Source: an optimization exercise on an open RTL-to-GDS flow (aim: small area, a short achievable clock period and few clock cycles per item). Production flows keep margins and buffers that such runs may drop.
Where RTL was checked, it was by simulation tests only, not by an equivalence proof against the original.
Only the layout flow was run in runs 5 to 7; the RTL was not checked for function there.
Power is estimated from default activity; no workload was simulated.

==> flow/design.v, too long to show whole: its modules and the start of the top module <==
// module mtsed_scale: 518 lines
// module mtsed_quot: 71 lines
// module mtsed_ms: 273 lines
// module multitouch_slot_event_decoder_unit: 265 lines
module multitouch_slot_event_decoder_unit (
    input  logic               i_clk,
    input  logic               i_rst_n,
    input  logic               i_event_valid,
    output logic               o_event_ready,
    input  logic [4:0]         i_event_type,
    input  logic [9:0]         i_event_code,
    input  logic signed [31:0] i_event_value,
    input  logic [31:0]        i_time_seconds,
    input  logic [19:0]        i_time_microseconds,
    output logic               o_result_valid,
    input  logic               i_result_ready,
    output logic               o_result_processed,
    output logic               o_result_slot_index,
    output logic               o_result_slot_valid,
    output logic [15:0]        o_result_slot_x,
    output logic [15:0]        o_result_slot_y,
    output logic [7:0]         o_result_slot_pressure,
    output logic [1:0]         o_result_slot_kind,
    output logic [1:0]         o_result_touch_count,
    output logic [41:0]        o_result_report_time_ms,
    input  logic               i_cfg_valid,
    output logic               o_cfg_ready,
    input  logic [3:0]         i_cfg_index,
    input  logic [11:0]        i_cfg_data
);
  // ...
==> flow/flow/run.sh <==
#!/bin/bash
# the standard layout, with the port buffers made from the smallest plain buffer
# (the resizer still upsizes the ones on critical paths)
cp standard.sh standard_sh.log
export BUFFER_PORTS_ARGS="-buffer_cell sky130_fd_sc_hd__buf_1"
bash standard.sh > standard.log 2>&1
==> flow/standard.sh <==
#!/bin/bash
# synth_recipe.tcl (not shown) runs the flow's synth.tcl, then flattens the netlist and writes it again
# the make line also repeats each setting of config.mk as NAME=value (left out here)
make -C /OpenROAD-flow-scripts/flow DESIGN_CONFIG=/design/flow/config.mk WORK_HOME=/design/flow/orfs CLKGATE_MAP_FILE= SYNTH_SCRIPT=/design/flow/synth_recipe.tcl "${@:-finish}"
==> flow/config.mk <==
export PLATFORM = sky130hd
export DESIGN_NAME = multitouch_slot_event_decoder_unit
export DESIGN_NICKNAME = multitouch_slot_event_decoder_unit
export VERILOG_FILES = /design/flow/design.v
export SDC_FILE = /design/flow/constraint.sdc
export NUM_CORES = 4
export LEC_CHECK = 0
export CAP_MARGIN = 20
export CORE_MARGIN = 2
export CORE_UTILIZATION = 50
export CTS_BUF_LIST = sky130_fd_sc_hd__clkbuf_8
export SETUP_SLACK_MARGIN = 5
export SLEW_MARGIN = 20
==> flow/constraint.sdc <==
create_clock -name core_clock -period 9.0 [get_ports {i_clk}]
set_input_delay 1.8000 -clock core_clock [delete_from_list [all_inputs] [get_ports {i_clk}]]
set_output_delay 1.8000 -clock core_clock [all_outputs]
set_load 0.01 [all_outputs]
==> flow_summary.json, run 1 <==
{
  "routed_wl_um": 61400,
  "crit_fanout": 15,
  "drv_cap": 0,
  "sh_seq_area": 0.298,
  "ir_drop_v": 0.000100,
  "globalRouteOverflowTotal": 0,
  "critical_path_class": "register to register",
  "met3_usage": 0.0463,
  "critical-path-top-delay-family": "adder cells",
  "dr.max_layer_used": "met4",
  "synth_area_sq_um": 21800,
  "hold_path_depth": 2,
  "n_all_inverters": 181,
  "async_reset_ff_frac": 0,
  "r2r_start": "a_pl[13]$_DFFE_PN_",
  "rows": 76,
  "place.gp.congestion": 0.968,
  "fillers": 3945,
  "pwr-share-comb": 0.302,
  "core_area_sq_um": 43100,
  "cellLeakagePower_nw": 10.1,
  "track_usage": 0.274,
  "setup_tns_ns": 0,
  "reg2regPathDepth": 9,
  "syn_to_final_growth_pct": 11.2,
  "grt_use_met1": 0.348,
  "insertion_delay_ns": 0.64,
  "synth_top_cells_by_area": "edfxtp_1 26%, fa_1 13%, ha_1 9.0%, dfxtp_1 7.0%, nand2_1 5.8%",
  "critPathMaxStageDelay_ns": 0.85,
  "top_regs": "a_pl: 54 flops, m_pl: 43 flops, r_ms: 42 flops",
  "drtAntennaViolNets": 0,
  "status": "finished clean",
  "dr_wl_met3_um": 4300,
  "synth-simple-area-share": 0.136,
  "cp-startpoint": "a_pl[13]$_DFFE_PN_",
  "num-nonclk-buffers": 244,
  "use_met2": 0.450,
  "p_clk_mw": 1.23
}
Testbench counts, summed over its fixed seeds: cycles 12,044, items 12,012.
==> run 2, diff against run 1 <==
--- a/flow/config.mk
+++ b/flow/config.mk
@@ -8,6 +8,6 @@
 export CAP_MARGIN = 20
 export CORE_MARGIN = 2
-export CORE_UTILIZATION = 50
-export CTS_BUF_LIST = sky130_fd_sc_hd__clkbuf_8
+export CORE_UTILIZATION = 60
+export CTS_BUF_LIST = sky130_fd_sc_hd__clkbuf_4
 export SETUP_SLACK_MARGIN = 5
 export SLEW_MARGIN = 20
==> run 2 against run 1 <==
Highest routed layer is now met5. Sequential share of layout area is 0.30 points higher. Wire length is 3.6% lower. Sequential cell count is the same. Total power down 1.2%. Clock-buffer cell count up 60. Synthesized area did not move. Hold slack about the same.
==> flow_summary.json, run 2 <==
{
  "synthCells": 2296,
  "globalRouteOverflowTotal": 0,
  "synthFlopType": "edfxtp_1",
  "status": "finished clean",
  "dp.cells": 2859,
  "yosysMostFrequentCell": "nand2_1",
  "track_usage": 0.316,
  "layout_commonest_cell": "nand2_1",
  "power_per_cell_area_nw_per_um2": 157,
  "portBuffers": 207,
  "top_regs": "a_pl: 54 flops, m_pl: 43 flops, r_ms: 42 flops",
  "cp.required_ns": 7.20,
  "ir_drop_v": 0.000104,
  "holdCritPathClass": "register to register",
  "critPathBufInv": 2,
  "r2r_setup_slack_ns": 5.13,
  "ys_top_cells_by_count": "340 x nand2_1, 190 x edfxtp_1, 178 x inv_1",
  "cp-startpoint": "i_result_ready",
  "cpMostUsedCell": "buf_1",
  "antenna_found_initial": 3,
  "synth_seq_cells": 266,
  "clk_pin_slew_worst_paths_ns": 0.06,
  "stdcell_area_sq_um": 24000,
  "cts.sinks": 266,
  "final-hold-violation-count": 0,
  "grt_max_degree": 59,
  "synth_cell_types": 74,
  "layout_common_cells": "335 x nand2_1, 206 x buf_1, 190 x edfxtp_1",
  "fin_cells": 2993,
  "wirelength_met1_um": 24100,
  "die_y_um": 195,
  "clockBufferDepth": 3,
  "crit_cells": 3,
  "critPathMaxStageDelay_ns": 0.13,
  "clock.fmax_mhz": 255,
  "route.vias.total": 17965,
  "dr_wl_met3_um": 4650,
  "firstDrtPassIters": 5,
  "cts-root-buf": "clkbuf_4",
  "setup_violations": 0,
  "critical_path_class": "primary input to output port",
  "fin_crit_sh": 0.436,
  "largest-register": "a_pl",
  "synth_edf_count": 190,
  "end_kind": "output port",
  "drv_cap": 0,
  "final_layout_size_suffix_gt1_frac": 0.0973,
  "slew_headroom": 0.340,
  "fin_nets": 2892,
  "drtAntennaViolNets": 0,
  "detailed_place.area_sq_um": 22900,
  "crit_end": "o_event_ready",
  "synth_top_area_share": 0.261,
  "r2r_start": "a_pl[12]$_DFFE_PN_",
  "numCtsBuffers": 73,
  "reg2regPathDepth": 9,
  "yosysWarnings": 1,
  "ioPinCount": 212,
  "synth-seq-area-share": 0.331,
  "rows": 69,
  "tightest_slew_ns": 0.990,
  "cellLeakagePower_nw": 10.1,
  "die_x_um": 195,
  "routed_wl_um": 59200,
  "htree_levels": 3,
  "grt_pass1_vias": 17761,
  "insertion_delay_ns": 0.83,
  "drt_iter0_markers": 1434,
  "rsz0062_at_grt": "no",
  "async_reset_ff_frac": 0,
  "avgViaCountPerCell": 6.00,
  "fillers": 2965,
  "crit_slowest_cell": "nand2b_1",
  "worst_slack_ns": 5.07,
  "crit_chain": "buf_1 > nand2b_1 > buf_1",
  "die-area_sq_um": 38000,
  "avgSynthCellArea_sq_um": 9.51,
  "hpwlAfterDp_um": 42500,
  "critical-path-top-delay-family": "buffers and inverters",
  "post_drt_wl_per_cell_um": 19.8,
  "core_area_sq_um": 35700,
  "critPathLaunchType": "primary input",
  "setup_tns_ns": 0,
  "finalMaxSlewViolations": 0,
  "synth_top_cells_by_area": "edfxtp_1 26%, fa_1 13%, ha_1 9.0%, dfxtp_1 7.0%, nand2_1 5.8%",
  "drc_errors": 0,
  "syn-num-nets": 2714,
  "grt_pass1_wl_um": 94100,
  "yosys.area.top_type": "edfxtp_1",
  "syn_to_final_growth_pct": 10.1,
  "place.gp.congestion": 0.928,
  "dp_slack_ns": 3.90,
  "crit_fanout": 2,
  "fin_skew_ns": 0.0979,
  "largest_register_ff_count": 54,
  "wl_met2_um": 28000,
  "period_minus_slack_ns": 3.93,
  "tritoncts": "done",
  "utilization": 0.673,
  "worstPathArrival_ns": 2.13,
  "dr.max_layer_used": "met5",
  "synth_area_sq_um": 21800,
  "worstReg2RegEnd": "m_pl[6]$_DFFE_PN_",
  "initial_core_util": 0.611
}
## run 2: cell count changes in the layout (fill, tap and decap cells not counted), sizes merged
cell	delta
inv	-11
clkinv	-2
bufinv	-3
diode	+3
buf	-6
clkbuf	+60
## run 2: through the flow
step	total power, mW	hold slack [ns]
detailed placement	2.59	0.444
finish	3.77	0.448
global route	4.02	0.472
CTS	3.78	0.452
floorplan	2.27	0.400
global placement	2.56	0.438
## run 2: per-layer routing
metal | up-vias | GRT usage
li1 | 8349 | -
met1 | 8671 | 0.407
met2 | 785 | 0.520
met3 | 158 | 0.0602
met4 | 2 | 0.142
met5 | - | 0
## run 2: worst reg2reg max path: stages (launching register included)
cell and delay, ns:
edfxtp_1 0.89, a22oi_1 0.20, xor2_1 0.22, fa_1 0.57, inv_1 0.06, fa_1 0.53, fa_1 0.52, fa_1 0.53
nand2_1 0.10, nand2_1 0.05
## run 2: what timing repair did
item | CTS | global route
endpoints found under the hold margin | 0 | 0
setup buffers | 0 | 1
pin swaps | 0 | 2
gates resized for setup | 9 | 15
cloned | 0 | 0
hold buffers | 0 | 0
endpoints found under the setup margin | 115 | 67
## run 2: kinds of logic after synthesis
logic type	after synthesis	synth area share
other	1	0.000172
muxes	73	0.0374
DFF	266	0.331
AOI/OAI and AO/OA	439	0.135
xor gates and xnor gates	216	0.0866
and+or+nand+nor	687	0.136
adders and majority gates	298	0.219
buffers and inverters	316	0.0552
## run 2: how the worst min path moves through the flow
stage	start	endpoint	slack, ns	depth (start not counted)
after global placement	r_ms[7]$_SDFFE_PN0P_	r_ms[7]$_SDFFE_PN0P_	0.44	2
after detailed placement	r_ms[24]$_SDFFE_PN0P_	r_ms[24]$_SDFFE_PN0P_	0.44	2
after floorplan	a_f$_DFFE_PN_	m_f$_DFFE_PN_	0.40	0
final	r_ms[30]$_SDFFE_PN0P_	r_ms[30]$_SDFFE_PN0P_	0.45	2
after global routing	r_w[4]$_SDFFE_PN0P_	r_w[4]$_SDFFE_PN0P_	0.47	2
after CTS	r_ms[8]$_SDFFE_PN0P_	r_ms[8]$_SDFFE_PN0P_	0.45	2
## run 2: final cells by class
cell class / count / area, sq um / share of cell area
clock inverters: 20 / 175 / 0.00728
flip-flops and latches: 266 / 7230 / 0.301
inverters: 181 / 679 / 0.0283
multi-input cells: 1714 / 13500 / 0.563
well taps: 461 / 577 / 0.0240
repair buffers: 238 / 1010 / 0.0420
diodes: 3 / 7.51 / 0.000312
clock buffers: 110 / 826 / 0.0343
## run 2: report_power, final
group / switching (mW) / internal [mW] / total, mW / leakage (nW)
combinational: 0.667 / 0.485 / 1.15 / 6.89
sequential: 0.0761 / 1.36 / 1.43 / 2.65
clock: 0.537 / 0.647 / 1.18 / 0.596
==> run 3, diff against run 2 <==
--- a/flow/config.mk
+++ b/flow/config.mk
@@ -6,4 +6,5 @@
 export NUM_CORES = 4
 export LEC_CHECK = 0
+export ABC_AREA = 1
 export CAP_MARGIN = 20
 export CORE_MARGIN = 2
==> run 3 against run 2 <==
Still clean on timing, DRC and antenna. Sequential power barely moved. Final cell count rose by 18%. Maximum frequency fell by 2.2%. First-iteration DRC count rose by 12%. Register-to-register slack got worse by 0.14 ns. Highest routed layer unchanged.
==> flow_summary.json, run 3 <==
{
  "grt_pass1_vias": 19763,
  "ioPinCount": 212,
  "cpMostUsedCell": "fa_1",
  "synthFlopType": "edfxtp_1",
  "end_kind": "register",
  "place.gp.congestion": 0.916,
  "grt_pass1_wl_um": 104000,
  "rows": 71,
  "reg2regPathDepth": 11,
  "setup_tns_ns": 0,
  "worstPathArrival_ns": 4.47,
  "routed_wl_um": 67100,
  "drv_cap": 0,
  "final_layout_size_suffix_gt1_frac": 0.0890,
  "hold_ws_ns": 0.423,
  "power_per_cell_area_nw_per_um2": 158,
  "track_usage": 0.329,
  "critPathMaxStageDelay_ns": 0.67,
  "r2r_setup_slack_ns": 4.99,
  "async_reset_ff_frac": 0,
  "top_regs": "a_pl: 54 flops, m_pl: 43 flops, r_ms: 42 flops",
  "route.vias.total": 20347,
  "globalRouteOverflowTotal": 0,
  "ir_drop_v": 0.0000995,
  "crit_chain": "clkinvlp_2 > o22ai_1 > xor2_1 > ha_1 > inv_1 > fa_1 > inv_1 > fa_1 > fa_1 > nand2_1 > o31ai_1",
  "largest-register": "a_pl",
  "detailed_place.area_sq_um": 24200,
  "period_minus_slack_ns": 4.01,
  "yosys.area.top_type": "edfxtp_1",
  "insertion_delay_ns": 0.80,
  "post_drt_wl_per_cell_um": 19.1,
  "crit_slowest_cell": "clkinvlp_2",
  "crit_fanout": 10,
  "synth_top_area_share": 0.247,
  "critPathLaunchType": "register",
  "tightest_slew_ns": 0.857,
  "drc_errors": 0,
  "rsz0062_at_grt": "yes",
  "clock.fmax_mhz": 249,
  "fin_nets": 3381,
  "yosysMostFrequentCell": "inv_1",
  "firstDrtPassIters": 6,
  "die_y_um": 200,
  "final-hold-violation-count": 0,
  "synth_area_sq_um": 23100,
  "cp.required_ns": 9.46,
  "critical-path-top-delay-family": "adder cells",
  "critical_path_class": "register to register",
  "hold_path_depth": 0,
  "syn-num-nets": 3176,
  "critPathBufInv": 3,
  "min_from": "a_op[0]$_SDFFCE_PP0N_",
  "core_area_sq_um": 37800,
  "hpwlAfterDp_um": 50500,
  "synth_edf_count": 190,
  "syn_to_final_growth_pct": 9.76,
  "portBuffers": 207,
  "total_power_mw": 4.02,
  "die-area_sq_um": 40100,
  "clk_pin_slew_worst_paths_ns": 0.06,
  "r2r_start": "a_pl[32]$_DFFE_PN_",
  "clockBufferDepth": 3,
  "synthCells": 2758,
  "setup_violations": 0,
  "avgViaCountPerCell": 5.78,
  "yosysWarnings": 1,
  "fin_crit_sh": 0.446,
  "cts-root-buf": "clkbuf_4",
  "cellLeakagePower_nw": 11.8,
  "slew_headroom": 0.428,
  "drt_iter0_markers": 1604,
  "avgSynthCellArea_sq_um": 8.38,
  "layout_common_cells": "428 x inv_1, 364 x nand2_1, 270 x nor2_1",
  "synth_cell_types": 59,
  "grt_max_degree": 87,
  "timing.hold.worst_endpoint": "m_op[0]$_DFFE_PN_",
  "drtAntennaViolNets": 0,
  "synth_top_cells_by_area": "edfxtp_1 25%, fa_1 12%, ha_1 8.5%, inv_1 7.1%, xor2_1 6.7%",
  "die_x_um": 200,
  "tritoncts": "done",
  "synth_seq_cells": 266,
  "holdCritPathClass": "register to register",
  "cts_hold_buf": 0,
  "ys_top_cells_by_count": "436 x inv_1, 369 x nand2_1, 271 x nor2_1",
  "synth-seq-area-share": 0.313,
  "numCtsBuffers": 69,
  "status": "finished clean",
  "cts.sinks": 266,
  "htree_levels": 3,
  "layout_commonest_cell": "inv_1",
  "stdcell_area_sq_um": 25400,
  "worstReg2RegEnd": "m_pl[32]$_DFFE_PN_",
  "fin_skew_ns": 0.0663,
  "initial_core_util": 0.611,
  "antenna_found_initial": 2,
  "largest_register_ff_count": 54,
  "finalMaxSlewViolations": 0
}
## run 3: worst max path at each step
stage	from	end	slack (ns)	depth (start not counted)
2_1_floorplan	i_time_microseconds[4]	a_pl[53]$_DFFE_PN_	5.02	15
3_3_place_gp	i_rst_n	r_x[1][12]$_SDFFCE_PN0P_	4.18	8
3_5_place_dp	i_rst_n	r_x[1][14]$_SDFFCE_PN0P_	4.12	8
4_1_cts	a_pl[38]$_DFFE_PN_	m_pl[20]$_DFFE_PN_	4.95	14
5_1_grt	a_pl[36]$_DFFE_PN_	m_pl[20]$_DFFE_PN_	4.91	14
6_report	a_pl[32]$_DFFE_PN_	m_pl[32]$_DFFE_PN_	4.99	11
## run 3: cells by family after synthesis
group,after synthesis,share of synthesized area
xor+xnor,198,0.0750
compound gates,566,0.140
mux,43,0.0209
flops,266,0.313
fa+ha+maj,298,0.207
simple gates,811,0.148
buf+inv,575,0.0965
other cells,1,0.000162
## run 3: metal layers
metal,vias to the layer above,GRT usage,routed length (um)
met5,-,0,17
met4,2,0.171,3640
met3,216,0.0574,5740
met2,1039,0.547,31400
met1,9493,0.412,26300
li1,9597,-,-
## run 3: power breakdown
group	switching [mW]	internal, mW	leakage [nW]
clock	0.507	0.568	0.531
combinational	0.975	0.554	8.60
sequential	0.0526	1.36	2.65
## run 3: final cells by class
class / count / area [sq um]
antenna: 1 / 2.50
clock buffer: 99 / 743
clock inverter: 20 / 155
fill: 3235 / 12500
inverter: 468 / 1840
multi-input combinational: 1917 / 13700
sequential: 266 / 7230
tap: 511 / 639
timing repair buffer: 236 / 1040
timing repair inverter: 5 / 25.0
## run 3: per-stage QoR
| step | std cells | worst slack [ns] | utilization |
|---|---|---|---|
| floorplan | 2758 | 5.02 | - |
| global route | 3523 | 4.91 | 0.671 |
| finish | 3523 | 4.99 | 0.671 |
| detailed placement | 3382 | 4.12 | 0.639 |
| CTS | 3503 | 4.95 | 0.664 |
| global placement | 3382 | 4.18 | 0.639 |
## run 3: timing repair
action / in CTS / in global routing
endpoints found under the setup margin: 107 / 81
resized for setup: 12 / 34
hold endpoints to repair: 0 / 0
buffers inserted: 2 / 14
pin swaps: 0 / 0
cloned: 0 / 5
==> run 4, diff against run 3 <==
==> flow/flow/run.sh (replaced) <==
#!/bin/bash
cp standard.sh standard_sh.log
export BUFFER_PORTS_ARGS="-buffer_cell sky130_fd_sc_hd__buf_1"
bash standard.sh SETUP_SLACK_MARGIN=5.3 finish > standard.log 2>&1
--- a/flow/config.mk
+++ b/flow/config.mk
@@ -6,9 +6,8 @@
 export NUM_CORES = 4
 export LEC_CHECK = 0
-export ABC_AREA = 1
 export CAP_MARGIN = 20
 export CORE_MARGIN = 2
 export CORE_UTILIZATION = 60
-export CTS_BUF_LIST = sky130_fd_sc_hd__clkbuf_4
+export CTS_BUF_LIST = sky130_fd_sc_hd__clkbuf_8
 export SETUP_SLACK_MARGIN = 5
 export SLEW_MARGIN = 20
==> run 4 against run 3 <==
Still clean. Register-to-register slack better by 0.27 ns. Global-route usage shrank 0.73 points. Non-clock buffer count increased by 91. Die area shrank 5.4%. Sequential cell count unchanged. Sequential share of layout area up 0.31 points. Clock skew shrank 0.024 ns. Critical path type is now primary input to output port. Highest routed layer is now met4.
==> flow_summary.json, run 4 <==
{
  "final-hold-violation-count": 0,
  "critPathMaxStageDelay_ns": 0.12,
  "fin_cells": 3036,
  "synth_cell_types": 74,
  "fin_crit_sh": 0.436,
  "yosysWarnings": 1,
  "fin_nets": 2955,
  "synth_top_area_share": 0.261,
  "p_sw_mw": 1.31,
  "initial_core_util": 0.611,
  "hpwlAfterDp_um": 43000,
  "antenna_found_initial": 0,
  "slew_headroom": 0.444,
  "fin_skew_ns": 0.0421,
  "synth-seq-area-share": 0.331,
  "drtAntennaViolNets": 0,
  "pwr-share-seq": 0.369,
  "die_x_um": 195,
  "grt_pass1_wl_um": 95700,
  "avgSynthCellArea_sq_um": 9.51,
  "synthFlopType": "edfxtp_1",
  "setup_violations": 0,
  "crit_chain": "buf_6 > nand2b_4 > buf_6",
  "cpMostUsedCell": "buf_6",
  "cp.required_ns": 7.20,
  "finalMaxSlewViolations": 0,
  "syn-num-nets": 2714,
  "clkPwrFrac": 0.304,
  "syn_to_final_growth_pct": 14.9,
  "crit_fanout": 2,
  "dp.cells": 2858,
  "top_regs": "a_pl: 54 flops, m_pl: 43 flops, r_ms: 42 flops",
  "htree_levels": 2,
  "crit_slowest_cell": "nand2b_4",
  "globalRouteOverflowTotal": 0,
  "period_minus_slack_ns": 3.93,
  "antenna_cells": 0,
  "critPathLaunchType": "primary input",
  "cts.sinks": 266,
  "route.vias.total": 18242,
  "yosysMostFrequentCell": "nand2_1",
  "firstDrtPassIters": 6,
  "die_y_um": 195,
  "routed_wl_um": 62100,
  "drv_cap": 0,
  "portBuffers": 207,
  "clockBufferDepth": 3,
  "post_drt_wl_per_cell_um": 20.5,
  "synth_area_sq_um": 21800,
  "layout_commonest_cell": "nand2_1",
  "ir_drop_v": 0.000102,
  "die-area_sq_um": 38000,
  "track_usage": 0.321,
  "pwr-share-comb": 0.327,
  "ys_top_cells_by_count": "340 x nand2_1, 190 x edfxtp_1, 178 x inv_1",
  "internal-power_mw": 2.53,
  "netSwitchingFraction": 0.342,
  "cts-root-buf": "clkbuf_8",
  "rsz0062_at_grt": "yes",
  "largest-register": "a_pl",
  "worstPathArrival_ns": 2.13,
  "core_area_sq_um": 35700,
  "critical-path-top-delay-family": "buffers and inverters",
  "synth_seq_cells": 266,
  "clock.fmax_mhz": 255,
  "rows": 69,
  "end_kind": "output port",
  "critPathBufInv": 2,
  "final_layout_size_suffix_gt1_frac": 0.127,
  "critical_path_class": "primary input to output port",
  "cellLeakagePower_nw": 10.6,
  "ioPinCount": 212,
  "drt_iter0_markers": 1712,
  "numCtsBuffers": 46,
  "status": "finished clean",
  "grt_max_degree": 59,
  "power_per_cell_area_nw_per_um2": 153,
  "avgViaCountPerCell": 6.01,
  "grt_pass1_vias": 17818,
  "tritoncts": "done",
  "fillers": 2871,
  "async_reset_ff_frac": 0,
  "yosys.area.top_type": "edfxtp_1",
  "tightest_slew_ns": 0.835,
  "synth_edf_count": 190,
  "clk_pin_slew_worst_paths_ns": 0.05,
  "layout_common_cells": "333 x nand2_1, 200 x buf_1, 192 x inv_1",
  "worst_slack_ns": 5.07,
  "setup_tns_ns": 0,
  "synthCells": 2296,
  "synth_top_cells_by_area": "edfxtp_1 26%, fa_1 13%, ha_1 9.0%, dfxtp_1 7.0%, nand2_1 5.8%",
  "drc_errors": 0,
  "insertion_delay_ns": 0.64,
  "dp_slack_ns": 4.19,
  "holdCritPathClass": "register to register",
  "largest_register_ff_count": 54,
  "place.gp.congestion": 0.920
}
[run 4: cell count changes after synthesis, moves of 19 or more]
| cell | previous run | this run |
|---|---|---|
| xor2_1 | 178 | 101 |
| a22oi_1 | 0 | 148 |
| o22ai_1 | 147 | 3 |
| nand2_1 | 369 | 340 |
| mux2i_1 | 0 | 19 |
| inv_1 | 436 | 178 |
| nand3_1 | 70 | 44 |
| xnor2_1 | 20 | 115 |
| a21oi_1 | 146 | 100 |
| o21ai_0 | 179 | 62 |
| a21o_1 | 10 | 30 |
| nor2_1 | 271 | 174 |
| clkbuf_1 | 56 | 119 |
| buf_2 | 23 | 0 |
[run 4: path summary, 6_finish.rpt]
path / depth (start not counted) / to / slack, ns / from
max: 3 / o_event_ready / 5.07 / i_result_ready
min: 2 / r_ms[10]$_SDFFE_PN0P_ / 0.45 / r_ms[10]$_SDFFE_PN0P_
max reg2reg: 13 / m_pl[20]$_DFFE_PN_ / 5.26 / a_pl[31]$_DFFE_PN_
min reg2reg: 2 / r_ms[10]$_SDFFE_PN0P_ / 0.45 / r_ms[10]$_SDFFE_PN0P_
[run 4: cells by family after synthesis]
logic type | synth area share
buf+inv | 0.0552
simple gates | 0.136
xor+xnor | 0.0866
other cells | 0.000172
flops | 0.331
fa+ha+maj | 0.219
compound gates | 0.135
mux | 0.0374
[run 4: tightest hold or removal path: cells and delay by family (launching register included)]
family             cells  cell delay (ns)
and+or+nand+nor        1             0.05
DFF                    1             0.30
AOI/OAI and AO/OA      1             0.05
[run 4: area by class of cell]
cell class                 instances  area [sq um]  share of cell area
clock buffer                      51           702              0.0280
clock inverter                    35           265              0.0106
sequential                       266          7230               0.288
inverter                         181           682              0.0272
tap                              461           577              0.0230
multi-input combinational       1715         13800               0.551
timing repair buffer             327          1810              0.0721
[run 4: layer usage]
layer / vias up / part of all wire / GRT usage
li1: 8442 / - / -
met1: 8751 / 0.40 / 0.410
met2: 872 / 0.48 / 0.538
met3: 177 / 0.079 / 0.0578
met4: 0 / 0.041 / 0.140
met5: - / 0 / 0
[run 4: per-stage QoR]
step	instance area, sq um	util	power, mW	hold WS, ns
global placement	23000	0.643	2.58	0.439
global route	25100	0.702	4.05	0.467
floorplan	21900	-	2.28	0.400
detailed placement	23000	0.643	2.61	0.445
finish	25100	0.702	3.84	0.447
CTS	24400	0.682	3.80	0.451
[run 4: power groups by stage]
stage | clock, mW | combinational, mW | sequential, mW
detailed placement | 0 | 1.15 | 1.46
global route | 1.23 | 1.40 | 1.42
finish | 1.17 | 1.26 | 1.42
global placement | 0 | 1.12 | 1.46
CTS | 1.19 | 1.19 | 1.42
floorplan | 0 | 0.868 | 1.41
[run 4: what timing repair did]
| item | 4_1_cts | 5_1_grt |
|---|---|---|
| pin swaps | 2 | 16 |
| hold buffers | 0 | 0 |
| endpoints found under the hold margin | 0 | 0 |
| resized for setup | 18 | 84 |
| endpoints found under the setup margin | 172 | 123 |
| gates cloned | 1 | 1 |
| setup buffers | 42 | 48 |
==> module multitouch_slot_event_decoder_unit, before the edit <==
module multitouch_slot_event_decoder_unit (
    input  logic               i_clk,
    input  logic               i_rst_n,
    input  logic               i_event_valid,
    output logic               o_event_ready,
    input  logic [4:0]         i_event_type,
    input  logic [9:0]         i_event_code,
    input  logic signed [31:0] i_event_value,
    input  logic [31:0]        i_time_seconds,
    input  logic [19:0]        i_time_microseconds,
    output logic               o_result_valid,
    input  logic               i_result_ready,
    output logic               o_result_processed,
    output logic               o_result_slot_index,
    output logic               o_result_slot_valid,
    output logic [15:0]        o_result_slot_x,
    output logic [15:0]        o_result_slot_y,
    output logic [7:0]         o_result_slot_pressure,
    output logic [1:0]         o_result_slot_kind,
    output logic [1:0]         o_result_touch_count,
    output logic [41:0]        o_result_report_time_ms,
    input  logic               i_cfg_valid,
    output logic               o_cfg_ready,
    input  logic [3:0]         i_cfg_index,
    input  logic [11:0]        i_cfg_data
);
    logic [11:0] r_w;
    logic [11:0] r_h;
    assign o_cfg_ready = 1'b1;
    always_ff @(posedge i_clk) begin
        if (!i_rst_n) begin
            r_w <= mtsed_pkg::PANEL_WIDTH_RST;
            r_h <= mtsed_pkg::PANEL_HEIGHT_RST;
        end else if (i_cfg_valid) begin
            if (i_cfg_index == 4'd0) r_w <= i_cfg_data;
            if (i_cfg_index == 4'd1) r_h <= i_cfg_data;
        end
    end
    logic        is_abs;
    logic        d_slot, d_trk, d_x, d_y, d_prs, d_syn;
    assign is_abs = (i_event_type == mtsed_pkg::TYPE_ABS);
    assign d_slot = is_abs && (i_event_code == mtsed_pkg::CODE_SLOT);
    assign d_trk  = is_abs && (i_event_code == mtsed_pkg::CODE_TRACK);
    assign d_x    = is_abs && (i_event_code == mtsed_pkg::CODE_X ||
                               i_event_code == mtsed_pkg::CODE_MT_X);
    assign d_y    = is_abs && (i_event_code == mtsed_pkg::CODE_Y ||
                               i_event_code == mtsed_pkg::CODE_MT_Y);
    assign d_prs  = is_abs && (i_event_code == mtsed_pkg::CODE_PRESSURE ||
                               i_event_code == mtsed_pkg::CODE_MT_PRESSURE);
    assign d_syn  = (i_event_type == mtsed_pkg::TYPE_SYN) &&
                    (i_event_code == mtsed_pkg::CODE_SYN_REPORT);
    logic [2:0]  op_code;
    always_comb begin
        op_code = 3'd0;
        if (d_slot) op_code = 3'd1;
        if (d_trk)  op_code = 3'd2;
        if (d_prs)  op_code = 3'd3;
        if (d_x)    op_code = 3'd4;
        if (d_y)    op_code = 3'd5;
        if (d_syn)  op_code = 3'd6;
    end
    logic [11:0] n_sel;
    logic [13:0] n_ext;
    logic [6:0]  n_one, n_two, n_ng;
    assign n_sel = d_y ? r_h : r_w;
    assign n_ext = {2'b00, n_sel};
    always_comb begin
        for (int j = 0; j < 7; j++) begin
            logic b2, b1, b0;
            b2 = n_ext[2*j+1];
            b1 = n_ext[2*j];
            b0 = (j > 0) ? n_ext[2*j-1] : 1'b0;
            n_one[j] = b1 ^ b0;
            n_two[j] = (b2 & ~b1 & ~b0) | (~b2 & b1 & b0);
            n_ng[j]  = b2 & ~(b1 & b0);
        end
    end
    logic [12:0] v_tz;     
    logic [12:0] n_tz;     
    logic        low_zero;
    logic        round;
    always_comb begin
        v_tz[0] = 1'b1;
        n_tz[0] = 1'b1;
        for (int k = 1; k <= 12; k++) begin
            v_tz[k] = v_tz[k-1] && !i_event_value[k-1];
            n_tz[k] = n_tz[k-1] && !n_sel[k-1];
        end
        low_zero = 1'b0;
        for (int k = 0; k <= 12; k++) begin
            low_zero = low_zero || (v_tz[k] && n_tz[12-k]);
        end
    end
    assign round = i_event_value[31] && !low_zero;
    logic [9:0]  us_h;
    logic [11:0] us_z;
    assign us_h = i_time_microseconds[19:10];
    assign us_z = {1'b0, us_h, 1'b0} + {2'b00, us_h} + {5'd0, i_time_microseconds[9:3]};
    logic [53:0] pl;
    assign pl[53:50] = us_z[11:8];
    assign pl[49:0]  = d_syn ? {us_z[7:0], us_h, i_time_seconds}
                             : {n_ng, n_two, n_one, round, i_event_value[27:0]};
    logic        a_valid;
    logic [2:0]  a_op;          
    logic        a_f;           
    logic [53:0] a_pl;
    logic        res_valid;
    logic        m_valid;
    logic        s_free;        
    logic        m_en;          
    logic        a_en;          
    logic        adv;           
    logic        r_full;        
    assign s_free        = !res_valid || i_result_ready;
    assign m_en          = !m_valid || s_free;
    assign a_en          = !a_valid || m_en;
    assign adv           = m_valid && s_free;
    assign o_event_ready = i_result_ready || !r_full;
    always_ff @(posedge i_clk) begin
        if (!i_rst_n) begin
            r_full <= 1'b0;
        end else begin
            r_full <= (a_en ? i_event_valid : a_valid) &&
                      (m_en ? a_valid : m_valid) &&
                      (s_free ? m_valid : res_valid);
        end
    end
    always_ff @(posedge i_clk) begin
        if (!i_rst_n) begin
            a_valid <= 1'b0;
        end else if (a_en) begin
            a_valid <= i_event_valid;
        end
        if (a_en) begin
            a_op     <= op_code;
            a_f      <= d_slot ? (i_event_value[0] && (i_event_value[31:1] == 31'd0)) :
                        d_trk  ? (&i_event_value) :
                                 (!i_event_value[31] && (|i_event_value[30:8]));
            a_pl     <= pl;
        end
    end
    logic [20:0] sc_a;
    logic [20:0] sc_b;
    logic        sc_c;
    logic [10:0] quot;
    logic [42:0] m_in;
    mtsed_scale u_scale (
        .i_v   (a_pl[27:0]),
        .i_round (a_pl[28]),
        .i_one (a_pl[35:29]),
        .i_two (a_pl[42:36]),
        .i_ng  (a_pl[49:43]),
        .o_a   (sc_a),
        .o_b   (sc_b),
        .o_c   (sc_c)
    );
    mtsed_quot u_quot (
        .i_h (a_pl[41:32]),
        .i_z (a_pl[53:42]),
        .o_q (quot)
    );
    assign m_in = (a_op[2:1] == 2'b10) ? {sc_c, sc_b, sc_a} : {quot, a_pl[31:0]};
    logic [2:0]  m_op;
    logic        m_slot, m_trk, m_x, m_y, m_prs, m_syn;
    logic        m_f;
    logic [42:0] m_pl;
    always_ff @(posedge i_clk) begin
        if (!i_rst_n) begin
            m_valid <= 1'b0;
        end else if (m_en) begin
            m_valid <= a_valid;
        end
        if (m_en) begin
            m_op     <= a_op;
            m_f      <= a_f;
            m_pl     <= m_in;
        end
    end
    assign m_slot = (m_op == 3'd1);
    assign m_trk  = (m_op == 3'd2);
    assign m_prs  = (m_op == 3'd3);
    assign m_x    = (m_op == 3'd4);
    assign m_y    = (m_op == 3'd5);
    assign m_syn  = (m_op == 3'd6);
    logic [20:0] prod;      
    logic [15:0] pos;
    logic [41:0] ms;
    assign prod = m_pl[20:0] + m_pl[41:21] + 21'(m_pl[42]);
    assign pos  = prod[20:5];
    mtsed_ms u_ms (
        .i_secs (m_pl[31:0]),
        .i_q    (m_pl[42:32]),
        .o_ms   (ms)
    );
    logic        r_cur;
    logic [1:0]  r_pv;
    logic [15:0] r_x [2];
    logic [15:0] r_y [2];
    logic [7:0]  r_p [2];
    logic [1:0]  r_kind [2];
    logic [1:0]  r_count;
    logic [41:0] r_ms;
    logic        r_proc;
    logic        cur_valid;
    logic        move;
    assign cur_valid = r_pv[r_cur];
    assign move      = (m_x || m_y) && cur_valid;
    always_ff @(posedge i_clk) begin
        if (!i_rst_n) begin
            res_valid <= 1'b0;
            r_cur     <= 1'b0;
            r_pv      <= 2'b00;
            r_count   <= '0;
            r_ms      <= '0;
            for (int i = 0; i < 2; i++) begin
                r_x[i]    <= '0;
                r_y[i]    <= '0;
                r_p[i]    <= '0;
                r_kind[i] <= mtsed_pkg::KIND_NONE;
            end
        end else begin
            if (s_free) begin
                res_valid <= m_valid;
            end
            if (adv) begin
                if (m_slot) begin
                    r_cur <= m_f;
                end
                if (m_trk) begin
                    r_pv[r_cur]   <= !m_f;
                    r_kind[r_cur] <= m_f ? mtsed_pkg::KIND_RELEASE : mtsed_pkg::KIND_PRESS;
                end
                if (m_x) begin
                    r_x[r_cur] <= pos;
                end
                if (m_y) begin
                    r_y[r_cur] <= pos;
                end
                if (move) begin
                    r_kind[r_cur] <= mtsed_pkg::KIND_MOVE;
                end
                if (m_prs) begin
                    r_p[r_cur] <= m_f ? 8'hFF : m_pl[7:0];
                end
                if (m_syn) begin
                    r_count <= 2'(r_pv[0]) + 2'(r_pv[1]);
                    r_ms    <= ms;
                end
            end
        end
        if (adv) begin
            r_proc <= m_trk || move || m_syn;
        end
    end
    assign o_result_valid          = res_valid;
    assign o_result_processed      = r_proc;
    assign o_result_slot_index     = r_cur;
    assign o_result_slot_valid     = cur_valid;
    assign o_result_slot_x         = r_x[r_cur];
    assign o_result_slot_y         = r_y[r_cur];
    assign o_result_slot_pressure  = r_p[r_cur];
    assign o_result_slot_kind      = r_kind[r_cur];
    assign o_result_touch_count    = r_count;
    assign o_result_report_time_ms = r_ms;
endmodule
==> run 5, diff against run 4 <==
--- a/flow/design.v
+++ b/flow/design.v
@@ -1091,7 +1091,37 @@
     assign cur_valid = r_pv[r_cur];
     assign move      = (m_x || m_y) && cur_valid;
+    logic [1:0]  w_x, w_y, w_p, w_trk, w_kind;
+    logic        w_cur, w_syn, w_proc;
+    logic        e_cur, e_syn, e_proc;
+    logic [1:0]  e_x, e_y, e_p, e_trk, e_kind;
+    always_comb begin
+        for (int i = 0; i < 2; i++) begin
+            w_x[i]    = m_valid && m_x && (r_cur == 1'(i));
+            w_y[i]    = m_valid && m_y && (r_cur == 1'(i));
+            w_p[i]    = m_valid && m_prs && (r_cur == 1'(i));
+            w_trk[i]  = m_valid && m_trk && (r_cur == 1'(i));
+            w_kind[i] = m_valid && (m_trk || move) && (r_cur == 1'(i));
+        end
+        w_cur  = m_valid && m_slot;
+        w_syn  = m_valid && m_syn;
+        w_proc = m_valid;
+        e_x    = w_x & {2{s_free}};
+        e_y    = w_y & {2{s_free}};
+        e_p    = w_p & {2{s_free}};
+        e_trk  = w_trk & {2{s_free}};
+        e_kind = w_kind & {2{s_free}};
+        e_cur  = w_cur && s_free;
+        e_syn  = w_syn && s_free;
+        e_proc = w_proc && s_free;
+    end
     always_ff @(posedge i_clk) begin
         if (!i_rst_n) begin
             res_valid <= 1'b0;
+        end else if (s_free) begin
+            res_valid <= m_valid;
+        end
+    end
+    always_ff @(posedge i_clk) begin
+        if (!i_rst_n) begin
             r_cur     <= 1'b0;
             r_pv      <= 2'b00;
@@ -1105,34 +1135,31 @@
             end
         end else begin
-            if (s_free) begin
-                res_valid <= m_valid;
+            if (e_cur) begin
+                r_cur <= m_f;
             end
-            if (adv) begin
-                if (m_slot) begin
-                    r_cur <= m_f;
-                end
-                if (m_trk) begin
-                    r_pv[r_cur]   <= !m_f;
-                    r_kind[r_cur] <= m_f ? mtsed_pkg::KIND_RELEASE : mtsed_pkg::KIND_PRESS;
-                end
-                if (m_x) begin
-                    r_x[r_cur] <= pos;
+            for (int i = 0; i < 2; i++) begin
+                if (e_trk[i]) begin
+                    r_pv[i] <= !m_f;
                 end
-                if (m_y) begin
-                    r_y[r_cur] <= pos;
+                if (e_kind[i]) begin
+                    r_kind[i] <= m_trk ? (m_f ? mtsed_pkg::KIND_RELEASE : mtsed_pkg::KIND_PRESS)
+                                       : mtsed_pkg::KIND_MOVE;
                 end
-                if (move) begin
-                    r_kind[r_cur] <= mtsed_pkg::KIND_MOVE;
+                if (e_x[i]) begin
+                    r_x[i] <= pos;
                 end
-                if (m_prs) begin
-                    r_p[r_cur] <= m_f ? 8'hFF : m_pl[7:0];
+                if (e_y[i]) begin
+                    r_y[i] <= pos;
                 end
-                if (m_syn) begin
-                    r_count <= 2'(r_pv[0]) + 2'(r_pv[1]);
-                    r_ms    <= ms;
+                if (e_p[i]) begin
+                    r_p[i] <= m_f ? 8'hFF : m_pl[7:0];
                 end
             end
+            if (e_syn) begin
+                r_count <= 2'(r_pv[0]) + 2'(r_pv[1]);
+                r_ms    <= ms;
+            end
         end
-        if (adv) begin
+        if (e_proc) begin
             r_proc <= m_trk || move || m_syn;
         end
==> flow/flow/run.sh (replaced) <==
#!/bin/bash
# the standard layout, with the port buffers made from the smallest plain buffer
# (the resizer still upsizes the ones on critical paths)
cp standard.sh standard_sh.log
export BUFFER_PORTS_ARGS="-buffer_cell sky130_fd_sc_hd__buf_1"
bash standard.sh > standard.log 2>&1
==> run 5 against run 4 <==
Still clean on timing, DRC and antenna. Maximum frequency hardly changed. Combinational power is 6% lower. Non-clock buffer count down 68. Worst setup slack gained 0.0033 ns. Wire length down 1.3%. Clock power is 3% lower. Synthesized area shrank 0.50%.
==> flow_summary.json, run 5 <==
{
  "status": "finished clean",
  "initial_core_util": 0.610,
  "setup_violations": 0,
  "post_drt_wl_per_cell_um": 20.0,
  "power_per_cell_area_nw_per_um2": 152,
  "worstReg2RegEnd": "m_pl[5]$_DFFE_PN_",
  "final_layout_size_suffix_gt1_frac": 0.0847,
  "crit_fanout": 2,
  "yosysMostFrequentCell": "nand2_1",
  "period_minus_slack_ns": 3.92,
  "drtAntennaViolNets": 0,
  "synth_edf_count": 106,
  "ioPinCount": 212,
  "place.gp.congestion": 0.894,
  "avgSynthCellArea_sq_um": 8.97,
  "antenna_cells": 0,
  "cts.sinks": 265,
  "drc_errors": 0,
  "setup_tns_ns": 0,
  "core_area_sq_um": 35700,
  "rsz0062_at_grt": "no",
  "ys_top_cells_by_count": "395 x nand2_1, 179 x inv_1, 159 x dfxtp_1",
  "r2r_start": "a_pl[12]$_DFFE_PN_",
  "route.vias.total": 18351,
  "synth_top_area_share": 0.146,
  "layout_common_cells": "394 x nand2_1, 205 x buf_1, 192 x inv_1",
  "utilization": 0.675,
  "drv_cap": 0,
  "clock.fmax_mhz": 255,
  "r2r_setup_slack_ns": 5.11,
  "antenna_found_initial": 0,
  "stdcell_area_sq_um": 24100,
  "syn_to_final_growth_pct": 10.8,
  "numCtsBuffers": 45,
  "detailed_place.area_sq_um": 22800,
  "slew_headroom": 0.367,
  "die_x_um": 194,
  "portBuffers": 207,
  "finalMaxSlewViolations": 0,
  "synth-seq-area-share": 0.293,
  "synth_cell_types": 81,
  "worstPathArrival_ns": 2.12,
  "critical_path_class": "primary input to output port",
  "htree_levels": 2,
  "layout_commonest_cell": "nand2_1",
  "top_regs": "a_pl: 54 flops, m_pl: 43 flops, r_ms: 42 flops",
  "fillers": 3025,
  "yosysWarnings": 5,
  "largest-register": "a_pl",
  "ir_drop_v": 0.000125,
  "clk_pin_slew_worst_paths_ns": 0.06,
  "die_y_um": 194,
  "critPathLaunchType": "primary input",
  "insertion_delay_ns": 0.62,
  "synthCells": 2422,
  "synthFlopType": "dfxtp_1",
  "cp.required_ns": 7.20,
  "grt_max_degree": 72,
  "syn-num-nets": 2840,
  "grt_pass1_wl_um": 96300,
  "tritoncts": "done",
  "hpwlAfterDp_um": 43900,
  "clockBufferDepth": 3,
  "firstDrtPassIters": 24,
  "holdCritPathClass": "register to register",
  "cellLeakagePower_nw": 10.1,
  "final-hold-violation-count": 0,
  "synth_area_sq_um": 21700,
  "cp-startpoint": "i_result_ready",
  "cts-root-buf": "clkbuf_8",
  "routed_wl_um": 61300,
  "reg2regPathDepth": 9,
  "track_usage": 0.322,
  "fin_nets": 2993,
  "fin_skew_ns": 0.0337,
  "crit_end": "o_event_ready",
  "tightest_slew_ns": 0.949,
  "fin_crit_sh": 0.436,
  "grt_pass1_vias": 18054,
  "end_kind": "output port",
  "die-area_sq_um": 37800,
  "total_power_mw": 3.66,
  "largest_register_ff_count": 54,
  "avgViaCountPerCell": 5.98,
  "synth_seq_cells": 265,
  "yosys.area.top_type": "dfxtp_1",
  "globalRouteOverflowTotal": 0,
  "drt_iter0_markers": 1369,
  "synth_top_cells_by_area": "dfxtp_1 15%, edfxtp_1 15%, fa_1 13%, ha_1 9.0%, nand2_1 6.8%",
  "async_reset_ff_frac": 0,
  "rows": 69
}
[run 5: cell count changes in the layout (fill, tap and decap cells not counted), moves of 11 or more]
cell      previous run  this run
xor2_1             101        89
xnor2_1            114       129
o21ai_0             48        76
nand2_1            333       394
dfxtp_1             75       158
nor2_1             172       133
buf_4              106        43
a211oi_1             5        26
a21oi_1             87       133
edfxtp_1           190       106
mux2i_1             16        27
[run 5: logic make-up (layout without fill, tap and decap cells)]
| group | Yosys count | after routing | synth area share |
|---|---|---|---|
| buffers and inverters | 333 | 521 | 0.0582 |
| AOI/OAI and AO/OA | 510 | 510 | 0.156 |
| and+or+nand+nor | 715 | 715 | 0.143 |
| other | 1 | 1 | 0.000173 |
| adders and majority gates | 298 | 298 | 0.220 |
| DFF | 265 | 265 | 0.293 |
| muxes | 81 | 81 | 0.0411 |
| xor gates and xnor gates | 219 | 219 | 0.0882 |
[run 5: worst min path at each step]
| stage | slack [ns] | cells after the start | to | startpoint |
|---|---|---|---|---|
| global placement | 0.41 | 0 | m_op[0]$_DFFE_PN_ | a_op[0]$_SDFFCE_PP0N_ |
| floorplan | 0.40 | 0 | m_f$_DFFE_PN_ | a_f$_DFFE_PN_ |
| detailed placement | 0.40 | 0 | m_op[0]$_DFFE_PN_ | a_op[0]$_SDFFCE_PP0N_ |
| global route | 0.42 | 0 | m_op[0]$_DFFE_PN_ | a_op[0]$_SDFFCE_PP0N_ |
| finish | 0.42 | 0 | m_op[0]$_DFFE_PN_ | a_op[0]$_SDFFCE_PP0N_ |
| CTS | 0.42 | 0 | m_op[0]$_DFFE_PN_ | a_op[0]$_SDFFCE_PP0N_ |
[run 5: per-stage QoR]
| stage | instances | hold WS, ns | setup slack (ns) |
|---|---|---|---|
| 3_5_place_dp | 2966 | 0.405 | 4.51 |
| 5_1_grt | 3071 | 0.424 | 5.00 |
| 2_1_floorplan | 2422 | 0.400 | 5.00 |
| 3_3_place_gp | 2966 | 0.407 | 4.54 |
| 4_1_cts | 3050 | 0.419 | 4.97 |
| 6_report | 3071 | 0.417 | 5.08 |
[run 5: metal layers]
layer  global-route usage  share of wire  vias up
met5                    0              0        -
li1                     -              -     8612
met2                0.569           0.50      837
met4                0.123          0.037        0
met1                0.386           0.39     8745
met3               0.0661          0.077      157
[run 5: area by class of cell]
cell class	count	area, sq um	area share
Timing Repair Buffer	259	1260	0.0522
Clock inverter	29	219	0.00909
Tap cell	461	577	0.0240
Clock buffer	53	729	0.0303
Sequential cell	265	6370	0.265
Multi-Input combinational cell	1824	14200	0.592
Inverter	180	677	0.0281
[run 5: where the power goes]
part	switching (mW)	leakage [nW]	internal [mW]
combinational	0.684	7.13	0.491
clock	0.501	0.549	0.626
sequential	0.0720	2.45	1.28
total	1.26	10.1	2.40
[run 5: repair_timing]
item	CTS	global route
gates cloned	0	2
pin swaps	0	11
resized for setup	8	29
buffers inserted	2	18
hold buffers	0	0
endpoints found under the setup margin	43	60
[run 5: worst max-delay path: stages]
cell and delay (ns):
buf_1 0.08, nand2b_1 0.13, buf_1 0.12
==> run 6, diff against run 5 <==
--- a/flow/config.mk
+++ b/flow/config.mk
@@ -8,6 +8,6 @@
 export CAP_MARGIN = 20
 export CORE_MARGIN = 2
-export CORE_UTILIZATION = 60
-export CTS_BUF_LIST = sky130_fd_sc_hd__clkbuf_8
+export CORE_UTILIZATION = 50
+export CTS_BUF_LIST = sky130_fd_sc_hd__clkbuf_4
 export SETUP_SLACK_MARGIN = 5
 export SLEW_MARGIN = 20
==> run 6 against run 5 <==
Clock power about the same. Die area increased by 20%. Maximum frequency decreased by 0.15%. Still clean. Non-clock buffer count unchanged. Critical path depth unchanged.
==> flow_summary.json, run 6 <==
{
  "critical_path_class": "primary input to output port",
  "ioPinCount": 212,
  "synth_seq_cells": 265,
  "synthFlopType": "dfxtp_1",
  "status": "finished clean",
  "dp.cells": 3090,
  "largest_register_ff_count": 54,
  "final-hold-violation-count": 0,
  "fin_crit_sh": 0.437,
  "antenna_found_initial": 2,
  "cellLeakagePower_nw": 10.1,
  "ir_drop_v": 0.0000693,
  "ys_top_cells_by_count": "395 x nand2_1, 179 x inv_1, 159 x dfxtp_1",
  "post_drt_wl_per_cell_um": 19.5,
  "yosysWarnings": 5,
  "tritoncts": "done",
  "fin_skew_ns": 0.0261,
  "clockBufferDepth": 3,
  "avgSynthCellArea_sq_um": 8.97,
  "syn-num-nets": 2840,
  "route.vias.total": 18315,
  "worstPathArrival_ns": 2.13,
  "critPathLaunchType": "primary input",
  "r2r_setup_slack_ns": 5.08,
  "drv_cap": 0,
  "die_y_um": 213,
  "rows": 76,
  "numCtsBuffers": 71,
  "track_usage": 0.280,
  "synth_top_area_share": 0.146,
  "grt_pass1_vias": 18154,
  "yosys.area.top_type": "dfxtp_1",
  "cts.sinks": 265,
  "clk_pin_slew_worst_paths_ns": 0.06,
  "synth-seq-area-share": 0.293,
  "synth_top_cells_by_area": "dfxtp_1 15%, edfxtp_1 15%, fa_1 13%, ha_1 9.0%, nand2_1 6.8%",
  "period_minus_slack_ns": 3.93,
  "total_power_mw": 3.63,
  "grt_max_degree": 92,
  "crit_fanout": 2,
  "fillers": 4016,
  "final_layout_size_suffix_gt1_frac": 0.0986,
  "rsz0062_at_grt": "no",
  "place.gp.congestion": 0.915,
  "fin_nets": 3019,
  "layout_common_cells": "394 x nand2_1, 206 x buf_1, 176 x inv_1",
  "insertion_delay_ns": 0.81,
  "syn_to_final_growth_pct": 11.1,
  "largest-register": "a_pl",
  "portBuffers": 207,
  "die-area_sq_um": 45200,
  "htree_levels": 3,
  "drc_errors": 0,
  "drtAntennaViolNets": 0,
  "top_regs": "a_pl: 54 flops, m_pl: 43 flops, r_ms: 42 flops",
  "core_area_sq_um": 43000,
  "hold_ws_ns": 0.451,
  "layout_commonest_cell": "nand2_1",
  "synth_cell_types": 81,
  "setup_tns_ns": 0,
  "die_x_um": 213,
  "firstDrtPassIters": 5,
  "setup_violations": 0,
  "routed_wl_um": 63200,
  "end_kind": "output port",
  "async_reset_ff_frac": 0,
  "drt_iter0_markers": 1297,
  "finalMaxSlewViolations": 0,
  "tightest_slew_ns": 1.09,
  "avgViaCountPerCell": 5.66,
  "synth_area_sq_um": 21700,
  "yosysMostFrequentCell": "nand2_1",
  "holdCritPathClass": "register to register",
  "hpwlAfterDp_um": 45000,
  "slew_headroom": 0.269,
  "synth_edf_count": 106,
  "cp.required_ns": 7.20,
  "cts-root-buf": "clkbuf_4",
  "grt_pass1_wl_um": 97800,
  "power_per_cell_area_nw_per_um2": 150,
  "fin_cells": 3238,
  "synthCells": 2422,
  "initial_core_util": 0.506,
  "clock.fmax_mhz": 254,
  "globalRouteOverflowTotal": 0
}
==> run 6: cell count changes in the layout (fill, tap and decap cells not counted), sizes merged <==
cell	previous run	this run
clkinvlp	0	1
diode	0	5
clkbuf	57	101
inv	196	181
clkinv	10	16
buf	255	257
==> run 6: path summary, 6_finish.rpt <==
kind / endpoint / depth (start not counted) / startpoint
worst max-delay path: o_event_ready / 3 / i_result_ready
worst min-delay path: r_ms[22]$_SDFFE_PN0P_ / 2 / r_ms[22]$_SDFFE_PN0P_
worst max register to register: m_pl[6]$_DFFE_PN_ / 9 / a_pl[11]$_DFFE_PN_
worst min register to register: r_ms[22]$_SDFFE_PN0P_ / 2 / r_ms[22]$_SDFFE_PN0P_
==> run 6: cells by family (layout without fill, tap and decap cells) <==
logic type,Yosys count,in the layout,synth area share
mux,81,81,0.0411
fa+ha+maj,298,298,0.220
xor+xnor,219,219,0.0882
flops,265,265,0.293
simple gates,715,715,0.143
compound gates,510,510,0.156
buf+inv,333,559,0.0582
other cells,1,6,0.000173
==> run 6: critical path: stages <==
cell	delay, ns
buf_1	0.08
nand2b_1	0.13
buf_1	0.12
==> run 6: routing by layer <==
metal	share of wire	up-vias	track usage
met5	0	-	0
met4	0.038	0	0.124
met3	0.064	139	0.0508
met2	0.48	665	0.467
met1	0.42	8794	0.355
li1	-	8717	-
==> run 6: report_power, final <==
part           total [mW]  switching [mW]  internal [mW]
sequential           1.35          0.0703           1.28
combinational        1.16           0.671          0.489
clock                1.11           0.521          0.594
total                3.63            1.26           2.37
==> run 6: cell type report <==
| class | count | area, sq um | share of cell area |
|---|---|---|---|
| well taps | 585 | 732 | 0.0303 |
| flip-flops and latches | 265 | 6370 | 0.264 |
| clock buffers | 99 | 743 | 0.0308 |
| diodes | 5 | 12.5 | 0.000518 |
| repair buffers | 259 | 1230 | 0.0508 |
| multi-input cells | 1824 | 14200 | 0.589 |
| inverters | 180 | 678 | 0.0281 |
| clock inverters | 21 | 175 | 0.00725 |
==> run 6: per-stage QoR <==
step            util  setup WS [ns]  area (sq um)
2_1_floorplan      -           5.00         21700
3_3_place_gp   0.533           4.52         22900
3_5_place_dp   0.533           4.48         22900
4_1_cts        0.556           4.94         23900
5_1_grt        0.562           4.99         24100
6_report       0.562           5.07         24100
==> run 6: timing repair <==
item	CTS	global route
pin swaps	0	14
resized for setup	7	18
buffers inserted	2	19
hold buffers	0	0
cloned	0	1
endpoints found under the setup margin	52	49
==> run 7, diff against run 6 <==
--- a/flow/design.v
+++ b/flow/design.v
@@ -998,8 +998,8 @@
     logic        r_full;        
     assign s_free        = !res_valid || i_result_ready;
-    assign m_en          = !m_valid || s_free;
-    assign a_en          = !a_valid || m_en;
+    assign m_en          = !(m_valid && res_valid) || i_result_ready;
+    assign a_en          = !r_full || i_result_ready;
     assign adv           = m_valid && s_free;
-    assign o_event_ready = i_result_ready || !r_full;
+    assign o_event_ready = a_en;
     always_ff @(posedge i_clk) begin
         if (!i_rst_n) begin
--- a/flow/config.mk
+++ b/flow/config.mk
@@ -8,6 +8,6 @@
 export CAP_MARGIN = 20
 export CORE_MARGIN = 2
-export CORE_UTILIZATION = 50
-export CTS_BUF_LIST = sky130_fd_sc_hd__clkbuf_4
+export CORE_UTILIZATION = 60
+export CTS_BUF_LIST = sky130_fd_sc_hd__clkbuf_8
 export SETUP_SLACK_MARGIN = 5
 export SLEW_MARGIN = 20
==> run 7 against run 6 <==
Largest cell class unchanged. Total power decreased by 0.64%. Clock-buffer cell count decreased by 52. Worst setup slack worse by 0.23 ns. Wire length down 5.0%. Combinational power increased by about 10%.
==> flow_summary.json, run 7 <==
{
  "hpwlAfterDp_um": 43200,
  "post_drt_wl_per_cell_um": 19.6,
  "synth_fa_ha_area_frac": 0.219,
  "routed_wl_um": 60100,
  "top_regs": "a_pl: 54 flops, m_pl: 43 flops, r_ms: 42 flops",
  "synth-simple-area-share": 0.144,
  "die_y_um": 195,
  "end_kind": "output port",
  "track_usage": 0.316,
  "largest_register_ff_count": 54,
  "ys_top_cells_by_count": "436 x nand2_1, 179 x inv_1, 159 x dfxtp_1",
  "layout_common_cells": "434 x nand2_1, 204 x buf_1, 189 x inv_1",
  "critPathLaunchType": "primary input",
  "portBuffers": 207,
  "drc_errors": 0,
  "synth-xor-area-share": 0.0868,
  "globalRouteOverflowTotal": 0,
  "antenna_found_initial": 0,
  "synth_area_sq_um": 21900,
  "worst_slack_ns": 4.84,
  "die_x_um": 195,
  "synth_top_cells_by_area": "dfxtp_1 15%, edfxtp_1 15%, fa_1 13%, ha_1 9.0%, nand2_1 7.5%",
  "finalMaxSlewViolations": 0,
  "cts_hold_buf": 0,
  "fin_crit_sh": 0.462,
  "holdCritPathClass": "register to register",
  "cpMostUsedCell": "buf_6",
  "dp_slack_ns": 4.45,
  "detailed_place.area_sq_um": 23000,
  "cp.required_ns": 7.20,
  "yosysMostFrequentCell": "nand2_1",
  "status": "finished clean",
  "yosysWarnings": 5,
  "drt_iter0_markers": 1270,
  "slew_headroom": 0.365,
  "drv_cap": 0,
  "async_reset_ff_frac": 0,
  "worstPathArrival_ns": 2.36,
  "crit_fanout": 3,
  "tritoncts": "done",
  "ir_drop_v": 0.000109,
  "drtAntennaViolNets": 0,
  "dp.cells": 2957,
  "critical-path-top-delay-family": "buffers and inverters",
  "setup_tns_ns": 0,
  "cellLeakagePower_nw": 10.5,
  "route.vias.total": 18173,
  "power_per_cell_area_nw_per_um2": 149,
  "rows": 69,
  "antenna_cells": 0,
  "insertion_delay_ns": 0.61,
  "avgViaCountPerCell": 5.94,
  "setup_violations": 0,
  "grt_pass1_vias": 17692,
  "synth_seq_cells": 265,
  "synth_compound_area_frac": 0.167,
  "critPathBufInv": 3,
  "grt_use_met1": 0.410,
  "core_area_sq_um": 35700,
  "synth_top_family_by_area": "adder cells",
  "syn-num-nets": 2821,
  "die-area_sq_um": 38000,
  "period_minus_slack_ns": 4.16,
  "reg2regPathDepth": 15,
  "crit_cells": 4,
  "numCtsBuffers": 46,
  "stdcell_area_sq_um": 24200,
  "grt_pass1_wl_um": 94700,
  "synth-seq-area-share": 0.291,
  "place.gp.congestion": 0.923,
  "tightest_slew_ns": 0.952,
  "synth_cell_types": 83,
  "synth_top_area_share": 0.145,
  "cts-root-buf": "clkbuf_8",
  "final_layout_size_suffix_gt1_frac": 0.0920,
  "avgSynthCellArea_sq_um": 9.11,
  "use_met2": 0.529,
  "crit_slowest_cell": "clkinvlp_4",
  "ioPinCount": 212,
  "fin_nets": 2985,
  "met3_usage": 0.0439,
  "critPathMaxStageDelay_ns": 0.16,
  "critical_path_class": "primary input to output port",
  "clock.fmax_mhz": 240,
  "clk_pin_slew_worst_paths_ns": 0.06,
  "synthFlopType": "dfxtp_1",
  "yosys.area.top_type": "dfxtp_1",
  "synthCells": 2403,
  "syn_to_final_growth_pct": 10.6,
  "layout_commonest_cell": "nand2_1",
  "final-hold-violation-count": 0,
  "crit_chain": "buf_6 > nor2b_4 > clkinvlp_4 > buf_6",
  "cts.sinks": 265,
  "fin_skew_ns": 0.0329,
  "grt.busiest_layer": "met2",
  "htree_levels": 2,
  "clockBufferDepth": 3,
  "rsz0062_at_grt": "yes",
  "fin_cells": 3058,
  "initial_core_util": 0.613,
  "yosys-mux-area-fraction": 0.0359,
  "synth_edf_count": 106,
  "largest-register": "a_pl",
  "firstDrtPassIters": 6,
  "hold_path_depth": 0,
  "grt_max_degree": 103
}
-- run 7: cell types whose count changed in the layout (fill, tap and decap cells not counted), sizes merged, moves of 13 or more --
cell and delta:
and2 +31, nand2 +42, nand3 -13, a21boi +63, a21oi -69, o211a +25, nor2b +15, a211oi -19
nor2 -75, inv +15, clkbuf -53
-- run 7: layout make-up --
| type | instances | area [sq um] |
|---|---|---|
| clock inverters | 31 | 136 |
| inverters | 182 | 687 |
| well taps | 461 | 577 |
| repair buffers | 262 | 1270 |
| multi-input cells | 1810 | 14500 |
| fillers | 3027 | 11500 |
| clock buffers | 47 | 647 |
| flip-flops and latches | 265 | 6370 |
-- run 7: routing by layer --
metal | vias to the layer above | wire length (um) | part of all wire
met5 | - | 0 | 0
met4 | 0 | 2600 | 0.043
met3 | 145 | 4400 | 0.073
met2 | 780 | 28400 | 0.47
met1 | 8687 | 24600 | 0.41
li1 | 8561 | - | -
-- run 7: kinds of logic after synthesis --
kind of cell / after synthesis
xor+xnor: 217
simple gates: 704
flops: 265
mux: 70
buf+inv: 328
compound gates: 520
other cells: 1
fa+ha+maj: 298
-- run 7: repair_timing --
| action | in CTS | in global routing |
|---|---|---|
| hold endpoints to repair | 0 | 0 |
| buffers inserted | 6 | 17 |
| setup endpoints to repair | 57 | 25 |
| pin swaps | 5 | 26 |
| gates resized for setup | 23 | 37 |
-- run 7: power by group --
group	internal (mW)	switching (mW)	total, mW
clock network	0.482	0.481	0.963
registers	1.29	0.0761	1.36
logic	0.553	0.727	1.28
total	2.32	1.28	3.60
-- run 7: worst paths after layout --
path | start | to | slack (ns)
setup / recovery | i_result_ready | o_event_ready | 4.84
hold / removal | a_op[0]$_SDFFCE_PP0N_ | m_op[0]$_DFFE_PN_ | 0.42
setup reg to reg | m_pl[7]$_DFFE_PN_ | r_ms[41]$_SDFFE_PN0P_ | 4.94
hold reg to reg | a_op[0]$_SDFFCE_PP0N_ | m_op[0]$_DFFE_PN_ | 0.42
-- run 7: stage by stage --
stage / total power [mW] / util / hold WS (ns)
CTS: 3.58 / 0.669 / 0.417
detailed placement: 2.58 / 0.643 / 0.414
floorplan: 2.25 / - / 0.400
finish: 3.60 / 0.677 / 0.420
global route: 3.85 / 0.677 / 0.437
global placement: 2.55 / 0.643 / 0.405

-- what the ideal ports hide --
No port has a modelled driver above. Below, the same layouts with a new extraction and two added sets of constraints. Step 1 assumes that a clkbuf_16 drives the clock port and a buf_2 every other input. Step 2 times the ports against the registers' clock, not the clock port: input delays grow and output delays shrink by t, the midpoint of the rising clock arrivals with the driver on. a / b / c = ideal / step 1 / step 2; a / b = the first two.
| run | t, ns | slack for setup (ns) | worst hold slack (ns) | worst slew at a driven data input, ns | pins driven straight from the clock port |
|---|---|---|---|---|---|
| run 1 | 0.673 | 5.060 / 5.058 / 4.551 | 0.448 / 0.448 / 0.448 | 0.04 | 1 |
| run 2 | 0.834 | 5.074 / 5.049 / 4.397 | 0.448 / 0.448 / 0.448 | 0.05 | 1 |
| run 3 | 0.815 | 4.986 / 4.986 / 4.480 | 0.423 / 0.423 / 0.423 | 0.04 | 1 |
| run 4 | 0.676 | 5.072 / 5.041 / 4.705 | 0.447 / 0.447 / 0.447 | 0.06 | 1 |
| run 5 | 0.660 | 5.075 / 5.052 / 4.471 | 0.417 / 0.417 / 0.417 | 0.05 | 1 |
| run 6 | 0.853 | 5.069 / 5.046 / 4.479 | 0.451 / 0.451 / 0.451 | 0.05 | 1 |
| run 7 | 0.651 | 4.839 / 4.807 / 4.558 | 0.420 / 0.420 / 0.420 | 0.05 | 1 |
After both steps every run listed still meets setup and hold. For run 2, which loses most, drivers alone change the setup slack by -0.025 ns; drivers and shift together by -0.677 ns.
